This design comes from an exercise in tuning for small area, a short achievable clock period and few clock cycles per item on the open sky130 flow, not from production work. RTL that was checked went through simulation tests only; none was proved equivalent to the original. No functional check of the RTL was part of runs 1 and 2. Power figures rest on the tool's default switching activity, not on a simulated workload.

==> flow/design.v <==
package r2b_pkg;
  localparam logic [5:0] K_HDR0   = 6'd10;
  localparam logic [5:0] K_M1LAST = 6'd11;
  localparam logic [5:0] K_M2INIT = 6'd15;
  localparam logic [5:0] K_M2LAST = 6'd27;
  localparam logic [5:0] K_RCINC  = 6'd1;
endpackage
import r2b_pkg::*;
module rgb565_to_bmp24_stream_writer (
  input  logic        clk_i,
  input  logic        rst_ni,
  input  logic        pix_valid_i,
  output logic        pix_ready_o,
  input  logic [15:0] pix_rgb565_i,
  output logic        out_valid_o,
  input  logic        out_ready_i,
  output logic [7:0]  out_byte_o,
  output logic        out_last_of_run_o,
  output logic        out_end_of_image_o,
  input  logic        cfg_we_i,
  input  logic [0:0]  cfg_idx_i,
  input  logic [12:0] cfg_data_i
);
  function automatic logic [7:0] scale5(logic [4:0] v);
    logic [2:0] u;
    if (v >= 5'd31)      u = 3'd7;
    else if (v >= 5'd27) u = 3'd6;
    else if (v >= 5'd23) u = 3'd5;
    else if (v >= 5'd18) u = 3'd4;
    else if (v >= 5'd14) u = 3'd3;
    else if (v >= 5'd9)  u = 3'd2;
    else if (v >= 5'd5)  u = 3'd1;
    else                 u = 3'd0;
    scale5 = {v, u};
  endfunction
  function automatic logic [7:0] scale6(logic [5:0] v);
    logic [1:0] t;
    if (v == 6'd63)      t = 2'd3;
    else if (v >= 6'd42) t = 2'd2;
    else if (v >= 6'd21) t = 2'd1;
    else                 t = 2'd0;
    scale6 = {v, t};
  endfunction
  function automatic logic [11:0] clamp_dim(logic [12:0] d);
    clamp_dim[11:1] = d[12] ? 11'd0 : d[11:1];
    clamp_dim[0]    = ~d[12] & (d[0] | (d[11:1] == 11'd0));
  endfunction
  logic [11:0] w_q, h_q;
  always_ff @(posedge clk_i or negedge rst_ni) begin
    if (!rst_ni) begin
      w_q <= 12'd320;
      h_q <= 12'd240;
    end else if (cfg_we_i) begin
      if (cfg_idx_i[0]) h_q <= clamp_dim(cfg_data_i);
      else              w_q <= clamp_dim(cfg_data_i);
    end
  end
  wire [12:0] w_full = {w_q == 12'd0, w_q};
  wire [12:0] h_full = {h_q == 12'd0, h_q};
  logic        nf_q;         
  logic        pb_full_q;    
  logic        rdy_q;        
  logic        pnew_q;       
  logic [1:0]  ph_q;         
  logic [1:0]  pad_q;        
  logic        hdr_q;        
  logic [5:0]  hidx_q;       
  logic        ov_q;         
  logic        sf_q;         
  logic [15:0] pb_q;
  logic [12:0] acc_q, lo_q;       
  logic        bw_q;              
  logic        qi_q;              
  logic [7:0]  byte_q, sbyte_q;
  logic        last_q, eoi_q, slast_q, seoi_q;
  wire [11:0] cc = lo_q[11:0];
  wire [11:0] rc = acc_q[11:0];
  logic re_q, fe_q;
  wire  first = nf_q | fe_q;
  wire go       = ~sf_q;                     
  wire out_free = ~ov_q | out_ready_i;       
  wire pad_pend = (pad_q != 2'd0);
  wire k_ge10   = (hidx_q >= K_HDR0);
  wire sel_pad = pad_pend;
  wire sel_hdr = ~pad_pend & hdr_q & k_ge10;
  wire sel_pix = ~pad_pend & ~hdr_q & pb_full_q & ~(pnew_q & first);
  wire sel_any = sel_pad | sel_hdr | sel_pix;
  wire sel_g   = sel_pix & ph_q[0];
  wire sel_r   = sel_pix & ph_q[1];
  wire hfree   = hdr_q & ~k_ge10;
  wire hstep   = hfree | (go & sel_hdr);
  wire init1 = pnew_q & first;
  wire m1    = (hidx_q <= K_M1LAST);
  wire m2    = (hidx_q > K_M2INIT) && (hidx_q <= K_M2LAST);
  wire mstep = hstep & (m1 | m2);
  wire init2 = hstep & (hidx_q == K_M2INIT);
  wire hlast = hstep & (hidx_q == 6'd63);
  wire mask3 = (hidx_q == K_M1LAST - 6'd1) | (hidx_q == K_M2LAST - 6'd1);
  wire bw_n  = (lo_q[0] & (~lo_q[2] | bw_q)) | (~lo_q[2] & bw_q);
  wire qi_n  = ~lo_q[1] ^ (~lo_q[3] & ~mask3) ^ bw_n;
  wire [13:0] msum = {1'b0, acc_q} + ({14{qi_q}} & {1'b0, h_full});
  wire cc_adv  = pnew_q & ~first;
  wire lo_load = init1 | init2 | hlast | (cc_adv & re_q);
  wire [11:0] inc_in  = hdr_q ? ~h_q : (re_q ? rc : cc);
  wire [11:0] inc_out = inc_in + 12'd1;
  always_ff @(posedge clk_i) begin
    if (init1 | init2) begin
      acc_q <= init1 ? 13'd13 : 13'd0;      
      bw_q  <= 1'b0;
      qi_q  <= w_full[0] ^ w_full[2];
    end else if (mstep) begin
      acc_q <= msum[13:1];
      bw_q  <= bw_n;
      qi_q  <= qi_n;
    end else if (hlast | (cc_adv & re_q)) begin
      acc_q <= {1'b0, inc_out};
    end
    if (lo_load)     lo_q <= ~w_full;
    else if (mstep)  lo_q <= {msum[0], lo_q[12:1]};
    else if (cc_adv) lo_q <= {lo_q[12], inc_out};
  end
  wire [24:0] prod = {acc_q, lo_q[12:1]};
  function automatic logic [7:0] size_byte(logic [24:0] p, logic [1:0] k, logic lsb1);
    case (k)
      2'd0:    size_byte = {p[5:0], lsb1, 1'b0};
      2'd1:    size_byte = p[13:6];
      2'd2:    size_byte = p[21:14];
      default: size_byte = {6'd0, p[23:22]};
    endcase
  endfunction
  logic [7:0] hdr_byte;
  always_comb begin
    case (hidx_q)
      6'd10: hdr_byte = 8'h42;
      6'd11: hdr_byte = 8'h4D;
      6'd12, 6'd13, 6'd14, 6'd15: hdr_byte = size_byte(prod, hidx_q[1:0], 1'b1);
      6'd20: hdr_byte = 8'd54;
      6'd24: hdr_byte = 8'd40;
      6'd28: hdr_byte = w_full[7:0];
      6'd29: hdr_byte = {3'd0, w_full[12:8]};
      6'd32: hdr_byte = inc_out[7:0];
      6'd33: hdr_byte = {4'hF, inc_out[11:8]};
      6'd34, 6'd35: hdr_byte = 8'hFF;
      6'd36: hdr_byte = 8'd1;
      6'd38: hdr_byte = 8'd24;
      6'd44, 6'd45, 6'd46, 6'd47: hdr_byte = size_byte(prod, hidx_q[1:0], 1'b0);
      default: hdr_byte = 8'h00;
    endcase
  end
  wire       accept    = pix_valid_i & rdy_q;
  wire       pb_full_d = rdy_q ? pix_valid_i : pb_full_q;
  wire [1:0] ph_d      = (go & sel_pix) ? (ph_q[1] ? 2'd0 : ph_q + 2'd1) : ph_q;
  wire       sf_d      = ~out_free & (sf_q | sel_any);
  always_ff @(posedge clk_i or negedge rst_ni) begin
    if (!rst_ni) begin
      nf_q       <= 1'b1;
      pb_full_q  <= 1'b0;
      rdy_q      <= 1'b0;
      pnew_q     <= 1'b0;
      ph_q       <= 2'd0;
      pad_q      <= 2'd0;
      hdr_q      <= 1'b0;
      ov_q       <= 1'b0;
      sf_q       <= 1'b0;
    end else begin
      pnew_q     <= accept;
      pb_full_q  <= pb_full_d;
      rdy_q      <= ~pb_full_d | ((ph_d == 2'd2) & ~sf_d);
      ph_q       <= ph_d;
      if (pnew_q) nf_q <= 1'b0;
      if (go) begin
        if (sel_r)        pad_q <= re_q ? w_q[1:0] : 2'd0;
        else if (sel_pad) pad_q <= pad_q - 2'd1;
      end
      if (init1)      hdr_q <= 1'b1;
      else if (hlast) hdr_q <= 1'b0;
      ov_q <= sf_q | (go & sel_any) | ~out_free;
      sf_q <= sf_d;
    end
  end
  always_ff @(posedge clk_i) begin
    if (init1)      hidx_q <= 6'd0;
    else if (hstep) hidx_q <= hidx_q + 6'd1;
  end
  always_ff @(posedge clk_i) begin
    if (rdy_q) pb_q <= pix_rgb565_i;
    if (go & sel_g) begin
      re_q <= (cc == 12'hFFE);
      fe_q <= (cc == 12'hFFE) & (rc == 12'hFFF);
    end
  end
  logic [7:0] byte_d;
  logic       last_d, eoi_d;
  wire        pad0 = (w_q[1:0] == 2'd0);
  wire [4:0]  s5_in = ph_q[1] ? pb_q[15:11] : pb_q[4:0];
  always_comb begin
    byte_d = 8'h00;
    last_d = 1'b0;
    eoi_d  = 1'b0;
    if (sel_pad) begin
      last_d = (pad_q == 2'd1);
      eoi_d  = fe_q & (pad_q == 2'd1);
    end else if (hdr_q) begin
      byte_d = hdr_byte;
    end else if (ph_q[0]) begin
      byte_d = scale6(pb_q[10:5]);
    end else begin
      byte_d = scale5(s5_in);
      last_d = ph_q[1] & (~re_q | pad0);
      eoi_d  = ph_q[1] & fe_q & pad0;
    end
  end
  always_ff @(posedge clk_i) begin
    if (~sf_q) begin
      sbyte_q <= byte_d;
      slast_q <= last_d;
      seoi_q  <= eoi_d;
    end
    if (out_free) begin
      byte_q <= sf_q ? sbyte_q : byte_d;
      last_q <= sf_q ? slast_q : last_d;
      eoi_q  <= sf_q ? seoi_q  : eoi_d;
    end
  end
  assign pix_ready_o        = rdy_q;
  assign out_valid_o        = ov_q;
  assign out_byte_o         = byte_q;
  assign out_last_of_run_o  = last_q;
  assign out_end_of_image_o = eoi_q;
endmodule
==> flow/flow/run.sh <==
#!/bin/bash
# The standard layout, with plain buffers (buf_1) on the ports instead of the default port
# buffer cell (the resizer still sizes them up where timing needs it), and timing repair
# aiming for 6.3 ns of setup slack.
set -euo pipefail
bash standard.sh "BUFFER_PORTS_ARGS=-buffer_cell sky130_fd_sc_hd__buf_1" SETUP_SLACK_MARGIN=6.3 finish > standard_make.log 2>&1
==> flow/standard.sh <==
#!/bin/bash
# synth_recipe.tcl (not shown) runs the flow's synth.tcl, then flattens the netlist and writes it again
# the make line also repeats each setting of config.mk as NAME=value (left out here)
make -C /OpenROAD-flow-scripts/flow DESIGN_CONFIG=/design/flow/config.mk WORK_HOME=/design/flow/orfs CLKGATE_MAP_FILE= SYNTH_SCRIPT=/design/flow/synth_recipe.tcl "${@:-finish}"
==> flow/config.mk <==
export PLATFORM = sky130hd
export DESIGN_NAME = rgb565_to_bmp24_stream_writer
export DESIGN_NICKNAME = rgb565_to_bmp24_stream_writer
export VERILOG_FILES = /design/flow/design.v
export SDC_FILE = /design/flow/constraint.sdc
export NUM_CORES = 4
export LEC_CHECK = 0
export ABC_CLOCK_PERIOD_IN_PS = 2500
export CAP_MARGIN = 20
export CORE_MARGIN = 2
export CORE_UTILIZATION = 40
export SLEW_MARGIN = 20
==> flow/constraint.sdc <==
create_clock -name core_clock -period 9.0 [get_ports {clk_i}]
set_input_delay 1.8000 -clock core_clock [delete_from_list [all_inputs] [get_ports {clk_i}]]
set_output_delay 1.8000 -clock core_clock [all_outputs]
set_load 0.01 [all_outputs]
==> results of run 1 <==
[kinds of logic (layout without fill, tap and decap cells)]
family                     Yosys count  count (layout)
DFF                                107             107
AOI/OAI and AO/OA                  192             193
muxes                               31              31
and+or+nand+nor                    253             253
xor gates and xnor gates            25              25
adders and majority gates           23              23
buffers and inverters               54             113
[flip-flops by register name (all words and copies together) (netlist names), 2 cells and up]
signal / count
lo_q: 13
sbyte_q: 8
hidx_q: 6
w_q: 12
pb_q: 16
byte_q: 8
ph_q: 2
h_q: 12
pad_q: 2
acc_q: 13
[cell usage after synthesis, types with 13 or more instances]
| master | number |
|---|---|
| a21oi_1 | 38 |
| and2_1 | 14 |
| clkbuf_1 | 26 |
| dfrtp_1 | 28 |
| dfxtp_1 | 17 |
| edfxtp_1 | 55 |
| ha_1 | 21 |
| inv_1 | 17 |
| mux2i_1 | 24 |
| nand2_1 | 72 |
| nand2b_1 | 25 |
| nor2_1 | 45 |
| nor3_1 | 20 |
| o21ai_0 | 61 |
| xnor2_1 | 13 |
[cell type report]
class / instances / area [sq um]
multi-input cells: 525 / 3755
clock inverters: 7 / 110.1
repair buffers: 80 / 475.5
inverters: 17 / 63.81
well taps: 216 / 270.3
fillers: 1555 / 8210
clock buffers: 9 / 225.2
flip-flops and latches: 107 / 2890
[metal layers]
metal / GRT usage [%] / routed length [um]
met5: 0 / 0
met4: 10.75 / 782
met3: 5.959 / 1648
met2: 35.59 / 9438
met1: 30.94 / 8824
[metrics by stage]
stage / setup WS, ns / hold slack, ns / power, uW / instances
after floorplan: 6.309 / 0.4208 / 1754 / 685
after global placement: 5.710 / 0.4470 / 2082 / 913
after detailed placement: 5.609 / 0.4452 / 2096 / 913
after CTS: 6.190 / 0.4578 / 2619 / 943
after global routing: 6.165 / 0.4979 / 2910 / 961
final: 6.199 / 0.4558 / 2750 / 961
[what timing repair did]
action,CTS,global route
setup endpoints to repair,76,62
pin swaps,1,17
cloned,1,0
gates resized for setup,39,47
buffers inserted,13,18
[power by group through the flow]
| stage | Clock (uW) | Sequential (uW) | Combinational (uW) |
|---|---|---|---|
| floorplan | 0 | 877 | 877 |
| global placement | 0 | 1020 | 1070 |
| detailed placement | 0 | 1010 | 1080 |
| CTS | 450 | 992 | 1180 |
| global route | 469 | 1030 | 1420 |
| finish | 443 | 1010 | 1300 |
[worst max path at each step]
stage	from	to	cells past startpoint
after global placement	re_q$_DFFE_PP_	byte_q[2]$_DFFE_PN_	9
after global routing	re_q$_DFFE_PP_	byte_q[2]$_DFFE_PN_	10
final	rdy_q$_DFF_PN0_	pix_ready_o	1
after detailed placement	re_q$_DFFE_PP_	byte_q[0]$_DFFE_PN_	9
after CTS	rdy_q$_DFF_PN0_	pix_ready_o	1
after floorplan	hidx_q[0]$_SDFFE_PP0P_	acc_q[0]$_DFFE_PP_	11
==> summary.txt, run 1 <==
Gate power share - 47.2%
Sw Ratio - 44.60%
RR Endpoint - byte_q[0]$_DFFE_PN_
GPL Wtd Cong - 0.9606
IO Pins - 47
DRC Markers - 0
post-synthesis sequential area ratio - 43.74%
worst hold path class - flip-flop to flip-flop
layout cells sized above 1 - 19.19%
H-tree Lvls - 3
final worst-path cycle share - 31.12%
mux contribution to synthesized area - 5.061%
Num CTS Buffers - 9
main flop type after synthesis - edfxtp_1
Fin Setup TNS - 0 ns
clk slew on worst S/H paths - 0.08 ns
commonest non-fill, non-tap cell in the layout - nand2_1
DR vias - 5745
Mapped Cells - 685
Data arrival, critical path - 1.00 ns
crit path capture type - output pin
PortBufs - 46
first-pass GRT wire length - 31150 um
later-pin clock latency in the skew report - 0.37 ns
router iterations before antenna repair - 5
max-slew violations - 0
YS warnings - 1
Clk pwr share - 16.1%
hold-critical path depth - 2
dpl cell area - 6849 sq um
HP Start - slast_q$_DFF_P_
remaining antenna violation count - 0
Post-Synth XOR/XNOR Area - 3.330%
largest family of logic cells by synthesized area - simple AND/OR/NAND/NOR gates
Post-synth ARST share - 32.71%
P_int - 1524 uW
largest net degree at the start of global routing - 36
Longest Clk Path Bufs - 2
R2R setup slack - 6.26 ns
Syn Nets - 742
peak per-stage delay on the critical path - 0.51 ns
diode count - 0
vias per cell - 5.978
Total Wirelength - 20690 um
worst path cell trace - buf_6
slowest CP cell - dfrtp_4
compound-gate portion of the synthesized area - 19.24%
worst reg2reg path startpoint - re_q$_DFFE_PP_
CTS Root Cell - clkbuf_16
post-synthesis cell type count - 75
Die Y - 132.2 um
CTS sink count - 107
Worst-Margin Slew - 1.044 ns
chip width - 132.2 um
Post-Syn Area - 6576 sq um
RSZ-0062 raised after global routing - yes
Synth top area share - 25.11%
WL/cell - 21.53 um
area grow syn2layout - 18.46%
leak pwr - 0.003008 uW
PD cells - 353.0 nW/um^2
cts hold-fix bufs - 0
clk_skew - 0.01072 ns
row count - 46
Seq cells post-synth - 107
Overflow after GRT - 0
vias in the first global route - 5329
number of max-cap violations - 0
Final Util - 48.69%
CP delay by family, top - flip-flops
ranking of synthesized cells by area - edfxtp_1 25%, dfrtp_1 11%, dfxtp_1 5.2%, o21ai_0 4.6%, nand2_1 4.1%
drt initial violations - 645
Final Hold Fails - 0
status - complete, no violations
adder-cell share of the synthesized area - 4.452%
Max Clk Rate - 0.3570 GHz
DP HPWL - 14870 um
Worst Hold End - slast_q$_DFF_P_
final net count - 797
Mean Syn Cell Area - 9.600 sq um
Slew HR - 30.24%
initial antenna violation count - 0
Max VDD drop - 156.7 uV
Die ar. - 17480 sq um
commonest cells after routing, fill and taps aside - 68 x nand2_1, 55 x o21ai_0, 55 x edfxtp_1
setup violators final - 0
gr usage total - 23.24%
post-synth top area cell - edfxtp_1
worst path required time - 7.20 ns
Critical Path Start Type - flip-flop
post-route minimum period - 2.801 ns
post-route cell area - 7790 sq um
CTS tree - built
Psw - 1227 uW
Reg power frac - 36.7%
core area - 16000 sq um
Initial Utilization - 41.10%
Setup Crit Path Kind - flip-flop to output pin
reg2reg path depth - 10
Buf/Inv on CP - 1
Synth Area in Simple Gates - 20.21%
CP Max Fanout - 2
Post-synth EDFFs - 55
==> inputs of run 2 (changes only) <==
==> flow/flow/run.sh (replaced) <==
#!/bin/bash
# The standard layout, with plain buffers (buf_1) on the ports instead of the default port
# buffer cell (the resizer still sizes them up where timing needs it), and timing repair
# aiming for 6.0 ns of setup slack.
set -euo pipefail
bash standard.sh "BUFFER_PORTS_ARGS=-buffer_cell sky130_fd_sc_hd__buf_1" SETUP_SLACK_MARGIN=6.0 finish > standard_make.log 2>&1
--- a/flow/config.mk
+++ b/flow/config.mk
@@ -11,2 +11,3 @@
 export CORE_UTILIZATION = 40
+export CTS_BUF_LIST = sky130_fd_sc_hd__clkbuf_8
 export SLEW_MARGIN = 20
==> run 2 against run 1 <==
Final area decreased by 6.9%; count of clock-buffer cells in the layout unchanged; core utilization decreased by 3.4 points; synthesized cell count unchanged; combinational power decreased by about 10%; maximum frequency decreased by 4.5%; critical path depth unchanged; wire length decreased by 4.0%; flip-flop and latch count unchanged; register-to-register slack got worse by 0.12 ns; die area unchanged; global-route usage decreased by 0.31 points.
==> summary.txt, run 2 <==
status - complete, no violations (unchanged)
commonest non-fill, non-tap cell in the layout - nand2_1 (unchanged)
DP HPWL - 14590 um (was 14870 um)
Mean Syn Cell Area - 9.600 sq um (unchanged)
commonest cells after routing, fill and taps aside - 71 x nand2_1, 59 x o21ai_0, 55 x edfxtp_1 (was 68 x nand2_1, 55 x o21ai_0, 55 x edfxtp_1)
clk_skew - 0.01810 ns (was 0.01072 ns)
Die Y - 132.2 um (unchanged)
later-pin clock latency in the skew report - 0.40 ns (was 0.37 ns)
number of max-cap violations - 0 (unchanged)
count leader, synth - nand2_1 (unchanged)
diode count - 0 (unchanged)
row count - 46 (unchanged)
YS warnings - 1 (unchanged)
Initial Utilization - 41.10% (unchanged)
Critical Path Start Type - flip-flop (unchanged)
post-route minimum period - 2.932 ns (was 2.801 ns)
Overflow after GRT - 0 (unchanged)
PortBufs - 46 (unchanged)
CTS tree - built (unchanged)
CTS Root Cell - clkbuf_8 (was clkbuf_16)
post-synthesis sequential area ratio - 43.74% (unchanged)
layout cells sized above 1 - 12.48% (was 19.19%)
Die ar. - 17480 sq um (unchanged)
CP Max Fanout - 15 (was 2)
vias in the first global route - 5306 (was 5329)
CTS sink count - 107 (unchanged)
first-pass GRT wire length - 30550 um (was 31150 um)
Seq cells post-synth - 107 (unchanged)
RSZ-0062 raised after global routing - yes (unchanged)
DR vias - 5667 (was 5745)
remaining antenna violation count - 0 (unchanged)
Max VDD drop - 140.6 uV (was 156.7 uV)
Buf/Inv on CP - 1 (unchanged)
worst path cell trace - buf_1 (was buf_6)
peak per-stage delay on the critical path - 0.58 ns (was 0.51 ns)
Slew HR - 38.27% (was 30.24%)
worst path required time - 7.20 ns (about the same)
H-tree Lvls - 3 (unchanged)
clk slew on worst S/H paths - 0.11 ns (was 0.08 ns)
chip width - 132.2 um (unchanged)
Total Wirelength - 19870 um (was 20690 um)
Post-Syn Area - 6576 sq um (unchanged)
cts hold-fix bufs - 0 (unchanged)
Syn Nets - 742 (unchanged)
GPL Wtd Cong - 0.9964 (was 0.9606)
Longest Clk Path Bufs - 2 (unchanged)
ranking of synthesized cells by area - edfxtp_1 25%, dfrtp_1 11%, dfxtp_1 5.2%, o21ai_0 4.6%, nand2_1 4.1% (unchanged)
Mapped Cells - 685 (unchanged)
leak pwr - 0.002812 uW (was 0.003008 uW)
max-slew violations - 0 (unchanged)
main flop type after synthesis - edfxtp_1 (unchanged)
Fill cells - 1613 (was 1555)
WL/cell - 21.02 um (was 21.53 um)
largest net degree at the start of global routing - 36 (unchanged)
Max Clk Rate - 0.3411 GHz (was 0.3570 GHz)
Setup Crit Path Kind - flip-flop to output pin (unchanged)
Synth top cells by count - 72 x nand2_1, 61 x o21ai_0, 55 x edfxtp_1 (unchanged)
Top Registers - pb_q (16), acc_q (13), lo_q (13) (unchanged)
router iterations before antenna repair - 5 (unchanged)
setup violators final - 0 (unchanged)
drt initial violations - 563 (was 645)
max reg flops - 16 (unchanged)
Num CTS Buffers - 9 (unchanged)
slowest CP cell - dfrtp_4 (unchanged)
IO Pins - 47 (unchanged)
CP delay by family, top - flip-flops (unchanged)
Data arrival, critical path - 1.13 ns (was 1.00 ns)
Final Hold Fails - 0 (unchanged)
register with the most flip-flops - pb_q (unchanged)
initial antenna violation count - 0 (unchanged)
final net count - 781 (was 797)
Post-synth ARST share - 32.71% (unchanged)
gr usage total - 22.93% (was 23.24%)
worst hold path class - flip-flop to flip-flop (unchanged)
Post-synth EDFFs - 55 (unchanged)
post-synthesis cell type count - 75 (unchanged)
area grow syn2layout - 10.29% (was 18.46%)
Fin Setup TNS - 0 ns (unchanged)
Final Util - 45.33% (was 48.69%)
vias per cell - 5.997 (was 5.978)
PD cells - 340.1 nW/um^2 (was 353.0 nW/um^2)
post-synth top area cell - edfxtp_1 (unchanged)
DRC Markers - 0 (unchanged)
core area - 16000 sq um (unchanged)
final worst-path cycle share - 32.58% (was 31.12%)
crit path capture type - output pin (unchanged)
Synth top area share - 25.11% (unchanged)
Worst-Margin Slew - 0.9259 ns (was 1.044 ns)
-- run 2: cell counts after synthesis --
Identical to the previous run, type by type.
-- run 2: final cells by class --
class	instances	area (sq um)	area share [%]
clock buffer	9	123.9	1.708
clock inverter	7	66.31	0.9143
inverter	17	63.81	0.8798
multi-input combinational	525	3535	48.73
sequential	107	2885	39.78
tap	216	270.3	3.726
timing repair buffer	64	309.0	4.261
-- run 2: cells by family (layout without fill, tap and decap cells) --
logic type | Yosys count | count (layout) | share of synthesized area [%]
AO/OA/AOI/OAI | 192 | 193 | 19.24
XOR/XNOR | 25 | 25 | 3.330
adder cells (fa/ha/maj) | 23 | 23 | 4.452
buffers and inverters | 54 | 97 | 3.976
flip-flops | 107 | 107 | 43.74
multiplexers | 31 | 31 | 5.061
AND/OR/NAND/NOR | 253 | 253 | 20.21
-- run 2: repair_timing --
item | in CTS | in global routing
resized for setup | 13 | 15
setup buffers | 4 | 12
gates cloned | 0 | 1
pin swaps | 0 | 1
endpoints found under the setup margin | 53 | 45
-- run 2: per-stage QoR --
step                      total power [uW]  cell area [sq um]  std cells  hold WS (ns)  setup slack (ns)
after floorplan                       1752               6576        685        0.4210             6.166
after global placement                2055               6838        912        0.4492             5.542
after detailed placement              2082               6838        912        0.4607             5.429
after CTS                             2394               7097        932        0.4777             6.003
after global routing                  2626               7253        945        0.4854             5.942
final                                 2467               7253        945        0.4679             6.068
-- run 2: worst paths after layout --
kind / from / endpoint / slack [ns] / depth (start not counted)
max in group asynchronous: rst_ni / hdr_q$_DFFE_PN0P_ / 6.79 / 1
min in group asynchronous: rst_ni / pb_full_q$_DFF_PN0_ / 1.52 / 1
worst min-delay path: slast_q$_DFF_P_ / slast_q$_DFF_P_ / 0.47 / 2
worst min register to register: slast_q$_DFF_P_ / slast_q$_DFF_P_ / 0.47 / 2
worst max register to register: re_q$_DFFE_PP_ / byte_q[2]$_DFFE_PN_ / 6.14 / 10
worst max-delay path: rdy_q$_DFF_PN0_ / pix_ready_o / 6.07 / 1
-- run 2: per-layer routing --
layer,GRT usage [%],wire (um),vias up
met5,0,0,-
met4,10.10,773,0
met3,4.921,1547,60
met2,35.53,9007,247
met1,31.01,8540,2742
li1,-,-,2618
-- run 2: where the power goes --
group / internal (uW) / leakage, uW / switching, uW
Combinational: 472 / 0.00159 / 700
Sequential: 760 / 0.00112 / 238
Clock: 108 / 0.000101 / 188
==> inputs of run 3 (changes only) <==
--- a/flow/design.v
+++ b/flow/design.v
@@ -61,3 +61,3 @@
   logic        pb_full_q;    
-  logic        rdy_q;        
+  logic        nrdy_q;       
   logic        pnew_q;       
@@ -149,4 +149,5 @@
   end
-  wire       accept    = pix_valid_i & rdy_q;
-  wire       pb_full_d = rdy_q ? pix_valid_i : pb_full_q;
+  wire       pb_free   = ~pb_full_q | (ph_q[1] & go);
+  wire       accept    = pix_valid_i & pb_free;
+  wire       pb_full_d = pb_free ? pix_valid_i : pb_full_q;
   wire [1:0] ph_d      = (go & sel_pix) ? (ph_q[1] ? 2'd0 : ph_q + 2'd1) : ph_q;
@@ -157,3 +158,3 @@
       pb_full_q  <= 1'b0;
-      rdy_q      <= 1'b0;
+      nrdy_q     <= 1'b0;
       pnew_q     <= 1'b0;
@@ -167,3 +168,3 @@
       pb_full_q  <= pb_full_d;
-      rdy_q      <= ~pb_full_d | ((ph_d == 2'd2) & ~sf_d);
+      nrdy_q     <= pb_full_d & ~(ph_d[1] & ~sf_d);
       ph_q       <= ph_d;
@@ -185,3 +186,3 @@
   always_ff @(posedge clk_i) begin
-    if (rdy_q) pb_q <= pix_rgb565_i;
+    if (pb_free) pb_q <= pix_rgb565_i;
     if (go & sel_g) begin
@@ -224,3 +225,3 @@
   end
-  assign pix_ready_o        = rdy_q;
+  assign pix_ready_o        = ~nrdy_q;
   assign out_valid_o        = ov_q;
==> run 3 against run 2 <==
Largest cell class unchanged; global-route usage up 1.6 points; core utilization down 0.67 points; power up 10%; non-clock buffer count down 14; die area up 2.6%; worst hold slack better by 0.021 ns; critical path depth up 7; critical endpoint is now acc_q[9]$_SDFFCE_PP0P_; first-iteration DRC count up 15%; largest power group unchanged; combinational power up about 20%; sequential power about the same; sequential share of layout area down 0.75 points.
==> summary.txt, run 3 <==
status - complete, no violations (unchanged)
post-synthesis cell type count - 83 (was 75)
commonest non-fill, non-tap cell in the layout - nand2_1 (unchanged)
reg2reg path depth - 8 (was 10)
Seq cells post-synth - 107 (unchanged)
DRC Markers - 0 (unchanged)
leak pwr - 0.002686 uW (was 0.002812 uW)
P_int - 1417 uW (was 1341 uW)
CTS Root Cell - clkbuf_8 (unchanged)
Post-synth EDFFs - 55 (unchanged)
ranking of synthesized cells by area - edfxtp_1 24%, dfrtp_1 10%, dfxtp_1 5.0%, nand2_1 4.3%, o21ai_0 4.1% (was edfxtp_1 25%, dfrtp_1 11%, dfxtp_1 5.2%, o21ai_0 4.6%, nand2_1 4.1%)
Syn Nets - 771 (was 742)
CP Max Fanout - 27 (was 15)
Die ar. - 17940 sq um (was 17480 sq um)
later-pin clock latency in the skew report - 0.39 ns (was 0.40 ns)
drt initial violations - 648 (was 563)
initial antenna violation count - 0 (unchanged)
CP delay by family, top - simple AND/OR/NAND/NOR gates (was flip-flops)
crit path to - acc_q[9]$_SDFFCE_PP0P_ (was pix_ready_o)
Total Wirelength - 21200 um (was 19870 um)
Overflow after GRT - 0 (unchanged)
Synth top cells by count - 78 x nand2_1, 55 x edfxtp_1, 55 x o21ai_0 (was 72 x nand2_1, 61 x o21ai_0, 55 x edfxtp_1)
largest net degree at the start of global routing - 36 (unchanged)
gr busiest metal - met2 (unchanged)
Data arrival, critical path - 2.91 ns (was 1.13 ns)
setup violators final - 0 (unchanged)
Mean Syn Cell Area - 9.459 sq um (was 9.600 sq um)
gr usage total - 24.51% (was 22.93%)
core area - 16520 sq um (was 16000 sq um)
PD cells - 368.4 nW/um^2 (was 340.1 nW/um^2)
post-synthesis sequential area ratio - 42.59% (was 43.74%)
count leader, synth - nand2_1 (unchanged)
DR vias - 5842 (was 5667)
area grow syn2layout - 9.263% (was 10.29%)
remaining antenna violation count - 0 (unchanged)
critical path launch point - hidx_q[0]$_SDFFE_PP0P_ (was rdy_q$_DFF_PN0_)
final worst-path cycle share - 31.27% (was 32.58%)
Longest Clk Path Bufs - 2 (unchanged)
worst path cell trace - inv_1 > ha_2 > o31ai_2 > a21o_1 > nand3_4 > and2_1 > clkinvlp_4 > buf_4 (was buf_1)
dpl cells - 946 (was 912)
worst reg2reg path startpoint - hidx_q[0]$_SDFFE_PP0P_ (was re_q$_DFFE_PP_)
PortBufs - 46 (unchanged)
Fin Setup TNS - 0 ns (unchanged)
Worst-Margin Slew - 1.213 ns (was 0.9259 ns)
Psw - 1302 uW (was 1126 uW)
commonest cells after routing, fill and taps aside - 77 x nand2_1, 55 x edfxtp_1, 54 x o21ai_0 (was 71 x nand2_1, 59 x o21ai_0, 55 x edfxtp_1)
clk_skew - 0.01392 ns (was 0.01810 ns)
Sw Ratio - 47.88% (was 45.66%)
Max Clk Rate - 0.3553 GHz (was 0.3411 GHz)
post-synth top area cell - edfxtp_1 (unchanged)
Post-synth ARST share - 32.71% (unchanged)
CTS sink count - 107 (unchanged)
WL/cell - 21.94 um (was 21.02 um)
Slew HR - 18.29% (was 38.27%)
first-pass GRT wire length - 33230 um (was 30550 um)
max reg flops - 16 (unchanged)
H-tree Lvls - 3 (unchanged)
R2R setup slack - 6.19 ns (was 6.14 ns)
post-route minimum period - 2.814 ns (was 2.932 ns)
router iterations before antenna repair - 5 (unchanged)
slowest CP cell - dfxtp_1 (was dfrtp_4)
Post-Syn Area - 6754 sq um (was 6576 sq um)
Mapped Cells - 714 (was 685)
number of max-cap violations - 0 (unchanged)
register with the most flip-flops - pb_q (unchanged)
Synth top area share - 24.45% (was 25.11%)
crit path capture type - flip-flop (was output pin)
vias in the first global route - 5645 (was 5306)
met2 GRT Util - 37.21% (was 35.53%)
Gate power share - 51.3% (was 47.5%)
layout cells sized above 1 - 10.19% (was 12.48%)
IO Pins - 47 (unchanged)
peak per-stage delay on the critical path - 0.46 ns (was 0.58 ns)
DP HPWL - 15830 um (was 14590 um)
worst hold path class - flip-flop to flip-flop (unchanged)
Final Hold Fails - 0 (unchanged)
final net count - 798 (was 781)
Fill cells - 1593 (was 1613)
Num CTS Buffers - 9 (unchanged)
Top Registers - pb_q (16), acc_q (13), lo_q (13) (unchanged)
Setup Crit Path Kind - flip-flop to flip-flop (was flip-flop to output pin)
worst path required time - 9.09 ns (was 7.20 ns)
Reg power frac - 37.6% (was 40.5%)
GPL Wtd Cong - 1.022 (was 0.9964)
max-slew violations - 0 (unchanged)
clk slew on worst S/H paths - 0.10 ns (was 0.11 ns)
vias per cell - 6.048 (was 5.997)
Post-Layout Cell Count - 966 (was 945)
CTS tree - built (unchanged)
Max VDD drop - 155.6 uV (was 140.6 uV)
diode count - 0 (unchanged)
RSZ-0062 raised after global routing - no (was yes)
Critical Path Start Type - flip-flop (unchanged)
Buf/Inv on CP - 3 (was 1)
chip width - 133.9 um (was 132.2 um)
routing usage on met3 - 3.930% (was 4.921%)
met1 GRT Util - 35.05% (was 31.01%)
row count - 47 (was 46)
Initial Utilization - 40.87% (was 41.10%)
main flop type after synthesis - edfxtp_1 (unchanged)
Clk pwr share - 11.0% (was 12.0%)
Die Y - 133.9 um (was 132.2 um)
YS warnings - 1 (unchanged)
RR Endpoint - acc_q[9]$_SDFFCE_PP0P_ (was byte_q[2]$_DFFE_PN_)
Worst path depth - 8 (was 1)
[run 3: cell count changes in the layout (fill, tap and decap cells not counted), moves of 5 or more]
cell,before,now
o21ai_0,59,54
nand2_1,71,77
a21oi_1,37,30
o22ai_1,4,10
buf_4,18,4
o21ai_2,8,2
[run 3: area by class of cell]
class | instances | area, sq um | share of cell area, %
multi-input combinational | 550 | 3727 | 50.51
timing repair buffer | 50 | 203.9 | 2.764
clock buffer | 10 | 137.6 | 1.865
clock inverter | 6 | 57.56 | 0.7799
tap | 220 | 275.3 | 3.730
inverter | 23 | 97.59 | 1.322
sequential | 107 | 2880 | 39.03
[run 3: logic make-up (layout without fill, tap and decap cells)]
kind of cell / after synthesis / in the layout / share of synthesized area (%)
simple gates: 267 / 267 / 20.38
buf+inv: 58 / 89 / 3.816
compound gates: 200 / 201 / 20.10
flops: 107 / 107 / 42.59
xor+xnor: 23 / 23 / 2.983
fa+ha+maj: 22 / 22 / 4.187
mux: 37 / 37 / 5.947
[run 3: worst min-delay path, cell delays in order, from the launching register on]
cell	delay, ns
dfxtp_1	0.32
nand2_1	0.05
o21ai_0	0.09
[run 3: routing by layer]
| layer | vias up | wire length, um |
|---|---|---|
| met5 | - | 0 |
| li1 | 2722 | - |
| met2 | 243 | 9414 |
| met1 | 2825 | 9489 |
| met4 | 0 | 730 |
| met3 | 52 | 1563 |
[run 3: metrics by stage]
step / instance area (sq um) / setup slack (ns) / total power (uW) / hold WS (ns) / util, %
after floorplan: 6754 / 6.315 / 1914 / 0.4180 / -
after global placement: 7046 / 5.573 / 2309 / 0.4807 / 42.64
after detailed placement: 7046 / 5.428 / 2333 / 0.4650 / 42.64
after CTS: 7306 / 6.010 / 2659 / 0.4884 / 44.21
after global routing: 7380 / 6.007 / 2896 / 0.5208 / 44.66
final: 7380 / 6.186 / 2718 / 0.4893 / 44.66
[run 3: timing repair]
action	4_1_cts	5_1_grt
hold buffers	0	0
pin swaps	1	0
setup buffers	1	2
setup endpoints to repair	56	55
gates cloned	1	0
resized for setup	10	16
[run 3: worst min-delay path by stage]
stage	startpoint	end	slack [ns]	cells past startpoint
5_1_grt	sbyte_q[4]$_DFF_P_	sbyte_q[4]$_DFF_P_	0.52	2
4_1_cts	seoi_q$_DFF_P_	seoi_q$_DFF_P_	0.49	2
3_3_place_gp	seoi_q$_DFF_P_	seoi_q$_DFF_P_	0.48	2
3_5_place_dp	seoi_q$_DFF_P_	seoi_q$_DFF_P_	0.47	2
2_1_floorplan	pnew_q$_DFF_PN0_	nf_q$_DFFE_PN1P_	0.42	1
6_report	seoi_q$_DFF_P_	seoi_q$_DFF_P_	0.49	2
[run 3: power by group through the flow]
stage | combinational, uW | clock [uW] | sequential [uW]
2_1_floorplan | 1040 | 0 | 875
5_1_grt | 1530 | 326 | 1040
3_5_place_dp | 1310 | 0 | 1020
4_1_cts | 1340 | 305 | 1010
3_3_place_gp | 1290 | 0 | 1020
6_report | 1400 | 300 | 1020
Testbench counts of run 3, summed over its fixed seeds: cycles 80,551, pixels 25,456.
==> inputs of run 4 (changes only) <==
--- a/flow/config.mk
+++ b/flow/config.mk
@@ -8,6 +8,6 @@
 export ABC_CLOCK_PERIOD_IN_PS = 2500
-export CAP_MARGIN = 20
+export CAP_MARGIN = 10
 export CORE_MARGIN = 2
-export CORE_UTILIZATION = 40
+export CORE_UTILIZATION = 60
 export CTS_BUF_LIST = sky130_fd_sc_hd__clkbuf_8
-export SLEW_MARGIN = 20
+export SLEW_MARGIN = 10
==> run 4 against run 3 <==
Still clean; clock power down 4%; sequential share of layout area up 0.63 points; clock skew down 0.0010 ns; worst hold slack worse by 0.0043 ns; sequential power about the same; critical path depth unchanged; non-clock buffer count up 11; combinational power about the same; register-to-register slack worse by 0.05 ns; via count up 2.6%; power down 2.3%.
==> summary.txt, run 4 <==
status - complete, no violations (unchanged)
PD cells - 365.9 nW/um^2 (was 368.4 nW/um^2)
Final Hold Fails - 0 (unchanged)
remaining antenna violation count - 0 (unchanged)
peak per-stage delay on the critical path - 0.59 ns (was 0.46 ns)
dpl cells - 868 (was 946)
worst path required time - 9.14 ns (was 9.09 ns)
Data arrival, critical path - 3.01 ns (was 2.91 ns)
Synth top area share - 24.45% (unchanged)
Hold Slack - 0.4849 ns (was 0.4893 ns)
RSZ-0062 raised after global routing - yes (was no)
hold-critical path depth - 1 (was 2)
Post-synth EDFFs - 55 (unchanged)
Critical Path Start Type - flip-flop (unchanged)
YS warnings - 1 (unchanged)
crit path capture type - flip-flop (unchanged)
ranking of synthesized cells by area - edfxtp_1 24%, dfrtp_1 10%, dfxtp_1 5.0%, nand2_1 4.3%, o21ai_0 4.1% (unchanged)
first-pass GRT wire length - 30440 um (was 33230 um)
Initial Utilization - 62.03% (was 40.87%)
CP delay by family, top - compound AO/OA/AOI/OAI gates (was simple AND/OR/NAND/NOR gates)
setup violators final - 0 (unchanged)
R2R setup slack - 6.14 ns (was 6.19 ns)
clk slew on worst S/H paths - 0.11 ns (was 0.10 ns)
Mapped Cells - 714 (unchanged)
Longest Clk Path Bufs - 2 (unchanged)
final net count - 808 (was 798)
chip width - 110.1 um (was 133.9 um)
Setup Crit Path Kind - flip-flop to flip-flop (unchanged)
slowest CP cell - a2111oi_1 (was dfxtp_1)
post-route met1 wirelength - 8227 um (was 9489 um)
DP HPWL - 15050 um (was 15830 um)
core area - 10890 sq um (was 16520 sq um)
max-slew violations - 0 (unchanged)
DR vias - 5991 (was 5842)
initial antenna violation count - 0 (unchanged)
Num CTS Buffers - 9 (unchanged)
Worst-Margin Slew - 1.185 ns (was 1.213 ns)
commonest cells after routing, fill and taps aside - 77 x nand2_1, 55 x edfxtp_1, 54 x o21ai_0 (unchanged)
post-synthesis cell type count - 83 (unchanged)
worst path cell trace - inv_1 > ha_1 > nor4_1 > or3_1 > nor3_1 > a2111oi_1 > o221a_2 > o31ai_1 (was inv_1 > ha_2 > o31ai_2 > a21o_1 > nand3_4 > and2_1 > clkinvlp_4 > buf_4)
GPL Wtd Cong - 1.026 (was 1.022)
max layer used - met4 (unchanged)
HP Start - pnew_q$_DFF_PN0_ (was seoi_q$_DFF_P_)
Fin Setup TNS - 0 ns (unchanged)
Top Registers - pb_q (16), acc_q (13), lo_q (13) (unchanged)
met2 wire length - 8992 um (was 9414 um)
Buf/Inv on CP - 1 (was 3)
CTS sink count - 107 (unchanged)
final worst-path cycle share - 31.82% (was 31.27%)
clk_skew - 0.01289 ns (was 0.01392 ns)
Post-Layout Cell Count - 896 (was 966)
vias per cell - 6.686 (was 6.048)
row count - 38 (was 47)
CTS Root Cell - clkbuf_8 (unchanged)
Synth top cells by count - 78 x nand2_1, 55 x edfxtp_1, 55 x o21ai_0 (unchanged)
max reg flops - 16 (unchanged)
largest net degree at the start of global routing - 36 (unchanged)
register with the most flip-flops - pb_q (unchanged)
number of max-cap violations - 0 (unchanged)
layout cells sized above 1 - 10.19% (about the same)
Total Wirelength - 19920 um (was 21200 um)
router iterations before antenna repair - 5 (unchanged)
worst hold path class - flip-flop to flip-flop (unchanged)
Post-Syn Area - 6754 sq um (unchanged)
IO Pins - 47 (unchanged)
leak pwr - 0.002712 uW (was 0.002686 uW)
post-synthesis sequential area ratio - 42.59% (unchanged)
H-tree Lvls - 3 (unchanged)
Die ar. - 12120 sq um (was 17940 sq um)
later-pin clock latency in the skew report - 0.40 ns (was 0.39 ns)
PortBufs - 46 (unchanged)
post-route minimum period - 2.864 ns (was 2.814 ns)
vias in the first global route - 5701 (was 5645)
RR Endpoint - byte_q[0]$_DFFE_PN_ (was acc_q[9]$_SDFFCE_PP0P_)
CP Max Fanout - 13 (was 27)
Max Clk Rate - 0.3491 GHz (was 0.3553 GHz)
drt initial violations - 691 (was 648)
DRC Markers - 0 (unchanged)
area grow syn2layout - 7.447% (was 9.263%)
main flop type after synthesis - edfxtp_1 (unchanged)
Final Util - 66.65% (was 44.66%)
commonest non-fill, non-tap cell in the layout - nand2_1 (unchanged)
CTS tree - built (unchanged)
Overflow after GRT - 0 (unchanged)
met3 wire len - 1845 um (was 1563 um)
Slew HR - 20.19% (was 18.29%)
Max VDD drop - 305.0 uV (was 155.6 uV)
worst reg2reg path startpoint - hidx_q[1]$_SDFFE_PP0P_ (was hidx_q[0]$_SDFFE_PP0P_)
Seq cells post-synth - 107 (unchanged)
Post-synth ARST share - 32.71% (unchanged)
Tot Pwr - 2656 uW (was 2718 uW)
WL/cell - 22.23 um (was 21.94 um)
Mean Syn Cell Area - 9.459 sq um (unchanged)
diode count - 0 (unchanged)
Syn Nets - 771 (unchanged)
Die Y - 110.1 um (was 133.9 um)
reg2reg path depth - 8 (unchanged)
count leader, synth - nand2_1 (unchanged)
gr usage total - 34.39% (was 24.51%)
Worst Hold End - nf_q$_DFFE_PN1P_ (was seoi_q$_DFF_P_)
post-synth top area cell - edfxtp_1 (unchanged)
==> run 4: logic make-up (layout without fill, tap and decap cells) <==
logic type,Yosys count,in the layout,synth area share (%)
adders and majority gates,22,22,4.187
muxes,37,37,5.947
and+or+nand+nor,267,267,20.38
AOI/OAI and AO/OA,200,200,20.10
DFF,107,107,42.59
buffers and inverters,58,100,3.816
xor gates and xnor gates,23,23,2.983
==> run 4: per-layer routing <==
layer	vias to the layer above	track usage (%)
met5	-	0
li1	2753	-
met4	0	14.37
met1	2861	45.20
met3	69	9.406
met2	308	53.72
==> run 4: metrics by stage <==
stage          setup WS, ns  cell area, sq um
4_1_cts               6.069              7154
6_report              6.136              7257
5_1_grt               5.985              7257
2_1_floorplan         6.315              6754
3_3_place_gp          6.005              6960
3_5_place_dp          5.954              6960
==> run 4: cell type report <==
| type | count | area [sq um] |
|---|---|---|
| repair buffers | 61 | 286.5 |
| well taps | 140 | 175.2 |
| flip-flops and latches | 107 | 2878 |
| multi-input cells | 549 | 3640 |
| fillers | 910 | 3631 |
| inverters | 23 | 95.09 |
| clock buffers | 9 | 123.9 |
| clock inverters | 7 | 58.81 |
==> run 4: how the worst max path moves through the flow <==
stage	end	startpoint	cells past startpoint
floorplan	nrdy_q$_DFF_PN0_	out_ready_i	3
global placement	lo_q[1]$_DFFE_PP_	hidx_q[0]$_SDFFE_PP0P_	8
detailed placement	acc_q[2]$_DFFE_PP_	hidx_q[0]$_SDFFE_PP0P_	8
CTS	byte_q[0]$_DFFE_PN_	re_q$_DFFE_PP_	9
global route	byte_q[0]$_DFFE_PN_	hidx_q[1]$_SDFFE_PP0P_	8
finish	byte_q[0]$_DFFE_PN_	hidx_q[1]$_SDFFE_PP0P_	8
==> run 4: power breakdown <==
part	total, uW	switching (uW)	internal (uW)
Sequential	990	222	768
Clock	289	183	106
Combinational	1380	867	510
==> run 4: timing repair <==
action | 4_1_cts | 5_1_grt
resized for setup | 4 | 6
hold buffers | 0 | 0
pin swaps | 0 | 0
endpoints found under the setup margin | 27 | 29
endpoints found under the hold margin | 0 | 0
setup buffers | 0 | 12
cloned | 0 | 0
==> inputs of run 5 (changes only) <==
==> flow/flow/run.sh (replaced) <==
#!/bin/bash
# The standard layout, with plain buffers (buf_1) on the ports instead of the default port
# buffer cell (the resizer still sizes them up where timing needs it), and timing repair
# aiming for 6.3 ns of setup slack.
set -euo pipefail
bash standard.sh "BUFFER_PORTS_ARGS=-buffer_cell sky130_fd_sc_hd__buf_1" SETUP_SLACK_MARGIN=6.3 finish > standard_make.log 2>&1
--- a/flow/config.mk
+++ b/flow/config.mk
@@ -8,6 +8,7 @@
 export ABC_CLOCK_PERIOD_IN_PS = 2500
-export CAP_MARGIN = 10
+export CAP_MARGIN = 20
 export CORE_MARGIN = 2
-export CORE_UTILIZATION = 60
+export CORE_UTILIZATION = 40
 export CTS_BUF_LIST = sky130_fd_sc_hd__clkbuf_8
-export SLEW_MARGIN = 10
+export GPL_TIMING_DRIVEN = 1
+export SLEW_MARGIN = 20
==> run 5 against run 4 <==
Wire length rose by 7.4%; highest routed layer unchanged; sequential power barely moved; core utilization fell by 20 points; combinational power rose by about 10%; critical endpoint is now out_valid_o.
==> summary.txt, run 5 <==
CP delay by family, top - flip-flops (was compound AO/OA/AOI/OAI gates)
Data arrival, critical path - 0.94 ns (was 3.01 ns)
router iterations before antenna repair - 8 (was 5)
Max Clk Rate - 0.3646 GHz (was 0.3491 GHz)
Hold Slack - 0.4861 ns (was 0.4849 ns)
GPL Wtd Cong - 1.022 (was 1.026)
diode count - 0 (unchanged)
later-pin clock latency in the skew report - 0.39 ns (was 0.40 ns)
final net count - 817 (was 808)
dpl cell area - 7046 sq um (was 6960 sq um)
first-pass GRT wire length - 33470 um (was 30440 um)
Fin Setup TNS - 0 ns (unchanged)
worst path cell trace - clkbuf_2 (was inv_1 > ha_1 > nor4_1 > or3_1 > nor3_1 > a2111oi_1 > o221a_2 > o31ai_1)
Critical Path Start Type - flip-flop (unchanged)
commonest cells after routing, fill and taps aside - 77 x nand2_1, 55 x edfxtp_1, 53 x o21ai_0 (was 77 x nand2_1, 55 x edfxtp_1, 54 x o21ai_0)
slowest CP cell - dfrtp_1 (was a2111oi_1)
Num CTS Buffers - 9 (unchanged)
Die ar. - 17940 sq um (was 12120 sq um)
Post-synth ARST share - 32.71% (unchanged)
Initial Utilization - 40.87% (was 62.03%)
Buf/Inv on CP - 1 (unchanged)
post-route cell area - 7680 sq um (was 7257 sq um)
largest net degree at the start of global routing - 36 (unchanged)
cts hold-fix bufs - 0 (unchanged)
PortBufs - 46 (unchanged)
post-synth top area cell - edfxtp_1 (unchanged)
core area - 16520 sq um (was 10890 sq um)
DP HPWL - 15830 um (was 15050 um)
Synth top area share - 24.45% (unchanged)
vias per cell - 6.045 (was 6.686)
Slew HR - 42.50% (was 20.19%)
drt initial violations - 615 (was 691)
YS warnings - 1 (unchanged)
Synth top cells by count - 78 x nand2_1, 55 x edfxtp_1, 55 x o21ai_0 (unchanged)
IO Pins - 47 (unchanged)
Total Wirelength - 21390 um (was 19920 um)
Max VDD drop - 154.6 uV (was 305.0 uV)
commonest non-fill, non-tap cell in the layout - nand2_1 (unchanged)
layout cells sized above 1 - 16.34% (was 10.19%)
leak pwr - 0.002833 uW (was 0.002712 uW)
peak per-stage delay on the critical path - 0.42 ns (was 0.59 ns)
Mapped Cells - 714 (unchanged)
Die Y - 133.9 um (was 110.1 um)
clk slew on worst S/H paths - 0.10 ns (was 0.11 ns)
Setup Crit Path Kind - flip-flop to output pin (was flip-flop to flip-flop)
post-route minimum period - 2.743 ns (was 2.864 ns)
CTS Root Cell - clkbuf_8 (unchanged)
H-tree Lvls - 3 (unchanged)
Overflow after GRT - 0 (unchanged)
CP Max Fanout - 2 (was 13)
gr usage total - 24.67% (was 34.39%)
register with the most flip-flops - pb_q (unchanged)
CTS tree - built (unchanged)
PD cells - 369.6 nW/um^2 (was 365.9 nW/um^2)
initial antenna violation count - 0 (unchanged)
Longest Clk Path Bufs - 2 (unchanged)
CTS sink count - 107 (unchanged)
vias in the first global route - 5691 (was 5701)
count leader, synth - nand2_1 (unchanged)
Seq cells post-synth - 107 (unchanged)
RSZ-0062 raised after global routing - yes (unchanged)
Post-Layout Cell Count - 985 (was 896)
Worst-Margin Slew - 0.8626 ns (was 1.185 ns)
DR vias - 5954 (was 5991)
worst path required time - 7.20 ns (was 9.14 ns)
max-slew violations - 0 (unchanged)
remaining antenna violation count - 0 (unchanged)
final setup margin - 6.257 ns (was 6.136 ns)
Final Hold Fails - 0 (unchanged)
number of max-cap violations - 0 (unchanged)
Post-synth EDFFs - 55 (unchanged)
final worst-path cycle share - 30.48% (was 31.82%)
worst hold path class - flip-flop to flip-flop (unchanged)
clk_skew - 0.01544 ns (was 0.01289 ns)
ranking of synthesized cells by area - edfxtp_1 24%, dfrtp_1 10%, dfxtp_1 5.0%, nand2_1 4.3%, o21ai_0 4.1% (unchanged)
Setup WS pre-CTS - 5.428 ns (was 5.954 ns)
Syn Nets - 771 (unchanged)
chip width - 133.9 um (was 110.1 um)
Top Registers - pb_q (16), acc_q (13), lo_q (13) (unchanged)
crit path capture type - output pin (was flip-flop)
area grow syn2layout - 13.71% (was 7.447%)
main flop type after synthesis - edfxtp_1 (unchanged)
status - complete, no violations (unchanged)
max reg flops - 16 (unchanged)
Post-Syn Area - 6754 sq um (unchanged)
row count - 47 (was 38)
Mean Syn Cell Area - 9.459 sq um (unchanged)
WL/cell - 21.72 um (was 22.23 um)
post-synthesis cell type count - 83 (unchanged)
post-synthesis sequential area ratio - 42.59% (unchanged)
setup violators final - 0 (unchanged)
DRC Markers - 0 (unchanged)
dpl cells - 946 (was 868)
## run 5: cell counts after synthesis
No cell type changed its count.
## run 5: kinds of logic after synthesis
family,after synthesis,share of synthesized area [%]
compound gates,200,20.10
xor+xnor,23,2.983
fa+ha+maj,22,4.187
buf+inv,58,3.816
flops,107,42.59
mux,37,5.947
simple gates,267,20.38
## run 5: timing repair
| item | CTS | global route |
|---|---|---|
| pin swaps | 2 | 8 |
| resized for setup | 31 | 33 |
| gates cloned | 1 | 0 |
| setup endpoints to repair | 82 | 64 |
| buffers inserted | 5 | 17 |
## run 5: where the power goes
part	internal [uW]	switching, uW
logic	595	927
registers	771	245
clock network	135	166
## run 5: layout make-up
class                      instances  area, sq um
multi-input combinational        550         3850
clock buffer                      10        137.6
tap                              220        275.3
fill                            1571         8845
timing repair buffer              69        371.6
clock inverter                     6        57.56
inverter                          23        102.6
sequential                       107         2885
## run 5: worst paths after layout
| kind | cells after the start | from | slack (ns) | to |
|---|---|---|---|---|
| worst max-delay path | 1 | ov_q$_DFF_PN0_ | 6.26 | out_valid_o |
| worst min-delay path | 2 | seoi_q$_DFF_P_ | 0.49 | seoi_q$_DFF_P_ |
| worst max register to register | 8 | hidx_q[0]$_SDFFE_PP0P_ | 6.30 | byte_q[2]$_DFFE_PN_ |
| worst min register to register | 2 | seoi_q$_DFF_P_ | 0.49 | seoi_q$_DFF_P_ |
| max in group asynchronous | 1 | rst_ni | 6.87 | hdr_q$_DFFE_PN0P_ |
| min in group asynchronous | 1 | rst_ni | 1.51 | ph_q[0]$_DFFE_PN0P_ |
## run 5: metal layers
metal  GRT usage [%]  vias up  part of all wire, %
met5               0        -                    0
li1                -     2768                    -
met3           4.308       51                  8.5
met4           10.11        0                  3.7
met1           35.05     2882                   44
met2           37.32      253                   44
## run 5: metrics by stage
step	util, %	power (uW)
final	46.48	2839
after global routing	46.48	3021
after floorplan	-	1914
after global placement	42.64	2309
after CTS	44.92	2724
after detailed placement	42.64	2333
==> inputs of run 6 (changes only) <==
--- a/flow/config.mk
+++ b/flow/config.mk
@@ -12,3 +12,2 @@
 export CTS_BUF_LIST = sky130_fd_sc_hd__clkbuf_8
-export GPL_TIMING_DRIVEN = 1
 export SLEW_MARGIN = 20
==> run 6 against run 5 <==
Via count unchanged; maximum frequency unchanged; synthesized cell count unchanged; die area unchanged; count of clock-buffer cells in the layout unchanged; flip-flop and latch count unchanged; worst hold slack unchanged; core utilization unchanged; synthesized area unchanged; combinational power about the same; register-to-register slack about the same; non-clock buffer count unchanged; critical path type unchanged; largest power group unchanged.
==> summary.txt, run 6 <==
post-synthesis cell type count - 83 (unchanged)
RSZ-0062 raised after global routing - yes (unchanged)
WL/cell - 21.72 um (unchanged)
vias in the first global route - 5691 (unchanged)
max reg flops - 16 (unchanged)
crit path capture type - output pin (unchanged)
critical path launch point - ov_q$_DFF_PN0_ (unchanged)
final worst-path cycle share - 30.48% (unchanged)
Seq cells post-synth - 107 (unchanged)
post-synthesis sequential area ratio - 42.59% (unchanged)
YS warnings - 1 (unchanged)
Worst-Margin Slew - 0.8626 ns (unchanged)
largest net degree at the start of global routing - 36 (unchanged)
later-pin clock latency in the skew report - 0.39 ns (about the same)
PD cells - 369.6 nW/um^2 (unchanged)
initial antenna violation count - 0 (unchanged)
drt initial violations - 615 (unchanged)
Synth top cells by count - 78 x nand2_1, 55 x edfxtp_1, 55 x o21ai_0 (unchanged)
Synth Area in Simple Gates - 20.38% (unchanged)
worst reg2reg path startpoint - hidx_q[0]$_SDFFE_PP0P_ (unchanged)
Max Clk Rate - 0.3646 GHz (unchanged)
commonest cells after routing, fill and taps aside - 77 x nand2_1, 55 x edfxtp_1, 53 x o21ai_0 (unchanged)
CTS Root Cell - clkbuf_8 (unchanged)
DR vias - 5954 (unchanged)
core area - 16520 sq um (unchanged)
H-tree Lvls - 3 (unchanged)
main flop type after synthesis - edfxtp_1 (unchanged)
Critical Path Start Type - flip-flop (unchanged)
Initial Utilization - 40.87% (unchanged)
Post-Synth XOR/XNOR Area - 2.983% (unchanged)
CP Max Fanout - 2 (unchanged)
leak pwr - 0.002833 uW (unchanged)
first-pass GRT wire length - 33470 um (unchanged)
Mapped Cells - 714 (unchanged)
register with the most flip-flops - pb_q (unchanged)
worst hold path class - flip-flop to flip-flop (unchanged)
Top Registers - pb_q (16), acc_q (13), lo_q (13) (unchanged)
chip width - 133.9 um (unchanged)
PortBufs - 46 (unchanged)
area grow syn2layout - 13.71% (unchanged)
crit path to - out_valid_o (unchanged)
CP delay by family, top - flip-flops (unchanged)
IO Pins - 47 (unchanged)
GPL Wtd Cong - 1.022 (unchanged)
adder-cell share of the synthesized area - 4.187% (unchanged)
slowest CP cell - dfrtp_1 (unchanged)
Die ar. - 17940 sq um (unchanged)
max-slew violations - 0 (unchanged)
Worst path depth - 1 (unchanged)
DP HPWL - 15830 um (unchanged)
compound-gate portion of the synthesized area - 20.10% (unchanged)
vias per cell - 6.045 (unchanged)
diode count - 0 (unchanged)
combined area of the multi-input logic cells - 3850 sq um (unchanged)
Post-synth ARST share - 32.71% (unchanged)
Buf/Inv on CP - 1 (unchanged)
Syn Nets - 771 (unchanged)
Longest Clk Path Bufs - 2 (unchanged)
status - complete, no violations (unchanged)
CTS sink count - 107 (unchanged)
ranking of synthesized cells by area - edfxtp_1 24%, dfrtp_1 10%, dfxtp_1 5.0%, nand2_1 4.3%, o21ai_0 4.1% (unchanged)
mux contribution to synthesized area - 5.947% (unchanged)
clk slew on worst S/H paths - 0.10 ns (about the same)
post-synth top area cell - edfxtp_1 (unchanged)
Reg area - 2885 sq um (unchanged)
reg2reg path depth - 8 (unchanged)
setup violators final - 0 (unchanged)
final net count - 817 (unchanged)
RR Endpoint - byte_q[2]$_DFFE_PN_ (unchanged)
Setup Crit Path Kind - flip-flop to output pin (unchanged)
R2R setup slack - 6.30 ns (about the same)
cts hold-fix bufs - 0 (unchanged)
Post-Syn Area - 6754 sq um (unchanged)
remaining antenna violation count - 0 (unchanged)
Fill cells - 1571 (unchanged)
worst path cell trace - clkbuf_2 (unchanged)
Tot Pwr - 2839 uW (unchanged)
count leader, synth - nand2_1 (unchanged)
Max VDD drop - 154.6 uV (unchanged)
peak per-stage delay on the critical path - 0.42 ns (about the same)
number of max-cap violations - 0 (unchanged)
DRC Markers - 0 (unchanged)
Overflow after GRT - 0 (unchanged)
Num CTS Buffers - 9 (unchanged)
post-route minimum period - 2.743 ns (unchanged)
CTS tree - built (unchanged)
Die Y - 133.9 um (unchanged)
Mean Syn Cell Area - 9.459 sq um (unchanged)
Slew HR - 42.50% (unchanged)
largest family of logic cells by synthesized area - simple AND/OR/NAND/NOR gates (unchanged)
layout cells sized above 1 - 16.34% (unchanged)
Post-synth EDFFs - 55 (unchanged)
commonest non-fill, non-tap cell in the layout - nand2_1 (unchanged)
Synth top area share - 24.45% (unchanged)
row count - 47 (unchanged)
clk_skew - 0.01544 ns (unchanged)
Total Wirelength - 21390 um (unchanged)
worst path required time - 7.20 ns (about the same)
router iterations before antenna repair - 8 (unchanged)
Data arrival, critical path - 0.94 ns (about the same)
Final Hold Fails - 0 (unchanged)
gr usage total - 24.67% (unchanged)
Fin Setup TNS - 0 ns (unchanged)
-- run 6: cell families after synthesis --
kind of cell / count (synthesis)
xor gates and xnor gates: 23
adders and majority gates: 22
and+or+nand+nor: 267
DFF: 107
muxes: 37
buffers and inverters: 58
AOI/OAI and AO/OA: 200
-- run 6: metrics by stage --
stage	instances	instance area, sq um	hold WS, ns	worst slack, ns	util [%]
2_1_floorplan	714	6754	0.4180	6.315	-
3_3_place_gp	946	7046	0.4807	5.573	42.64
3_5_place_dp	946	7046	0.4650	5.428	42.64
4_1_cts	968	7423	0.4884	6.236	44.92
5_1_grt	985	7680	0.5208	6.211	46.48
6_report	985	7680	0.4861	6.257	46.48
-- run 6: routing by layer --
layer	vias to the layer above	global-route usage [%]	part of all wire, %
met5	-	0	0
met4	0	10.11	3.7
met3	51	4.308	8.5
met2	253	37.32	44
met1	2882	35.05	44
li1	2768	-	-
-- run 6: how the worst min path moves through the flow --
stage / start / endpoint / slack (ns) / cells after the start
2_1_floorplan: pnew_q$_DFF_PN0_ / nf_q$_DFFE_PN1P_ / 0.42 / 1
3_3_place_gp: seoi_q$_DFF_P_ / seoi_q$_DFF_P_ / 0.48 / 2
3_5_place_dp: seoi_q$_DFF_P_ / seoi_q$_DFF_P_ / 0.47 / 2
4_1_cts: seoi_q$_DFF_P_ / seoi_q$_DFF_P_ / 0.49 / 2
5_1_grt: sbyte_q[4]$_DFF_P_ / sbyte_q[4]$_DFF_P_ / 0.52 / 2
6_report: seoi_q$_DFF_P_ / seoi_q$_DFF_P_ / 0.49 / 2
-- run 6: layout make-up --
class / instances / area share (%)
inverter: 23 / 1.336
sequential: 107 / 37.57
clock inverter: 6 / 0.7494
timing repair buffer: 69 / 4.839
clock buffer: 10 / 1.792
multi-input combinational: 550 / 50.13
tap: 220 / 3.584
-- run 6: what timing repair did --
action                                  CTS  global route
pin swaps                                 2             8
endpoints found under the setup margin   82            64
cloned                                    1             0
gates resized for setup                  31            33
buffers inserted                          5            17
-- run 6: power breakdown --
| group | internal, uW | total, uW | switching [uW] |
|---|---|---|---|
| Combinational | 595 | 1520 | 927 |
| Clock | 135 | 300 | 166 |
| Sequential | 771 | 1020 | 245 |

==> afterwards: timing with drivers on the ports <==
No port has a modelled driver above. Below, the same layouts with a new extraction and two added sets of constraints. Step 1: set_driving_cell puts a clkbuf_16 on clk_i and a buf_2 on each other input, an assumption about the parent block. Step 2 times the ports against the registers' clock, not the clock port: input delays grow and output delays shrink by t, the midpoint of the rising clock arrivals with the driver on. Slacks: ideal / step 1 / step 2; pairs: ideal / step 1.
| run | t, ns | slack for setup (ns) | clock arrival spread, ns | worst register clock-pin slew, ns | worst data-port slew with drivers (ns) |
|---|---|---|---|---|---|
| run 1 | 0.407 | 6.199 / 6.156 / 6.097 | 0.011 / 0.011 | 0.09 / 0.09 | 0.03 |
| run 2 | 0.436 | 6.068 / 6.028 / 6.026 | 0.018 / 0.018 | 0.12 / 0.12 | 0.03 |
| run 3 | 0.424 | 6.186 / 6.186 / 6.021 | 0.014 / 0.014 | 0.10 / 0.10 | 0.04 |
| run 4 | 0.430 | 6.136 / 6.136 / 6.039 | 0.013 / 0.013 | 0.11 / 0.11 | 0.04 |
| run 5 | 0.423 | 6.257 / 6.219 / 6.025 | 0.016 / 0.016 | 0.10 / 0.10 | 0.04 |
| run 6 | 0.423 | 6.257 / 6.219 / 6.025 | 0.016 / 0.016 | 0.10 / 0.10 | 0.04 |
After both steps setup and hold are still met in every run listed.
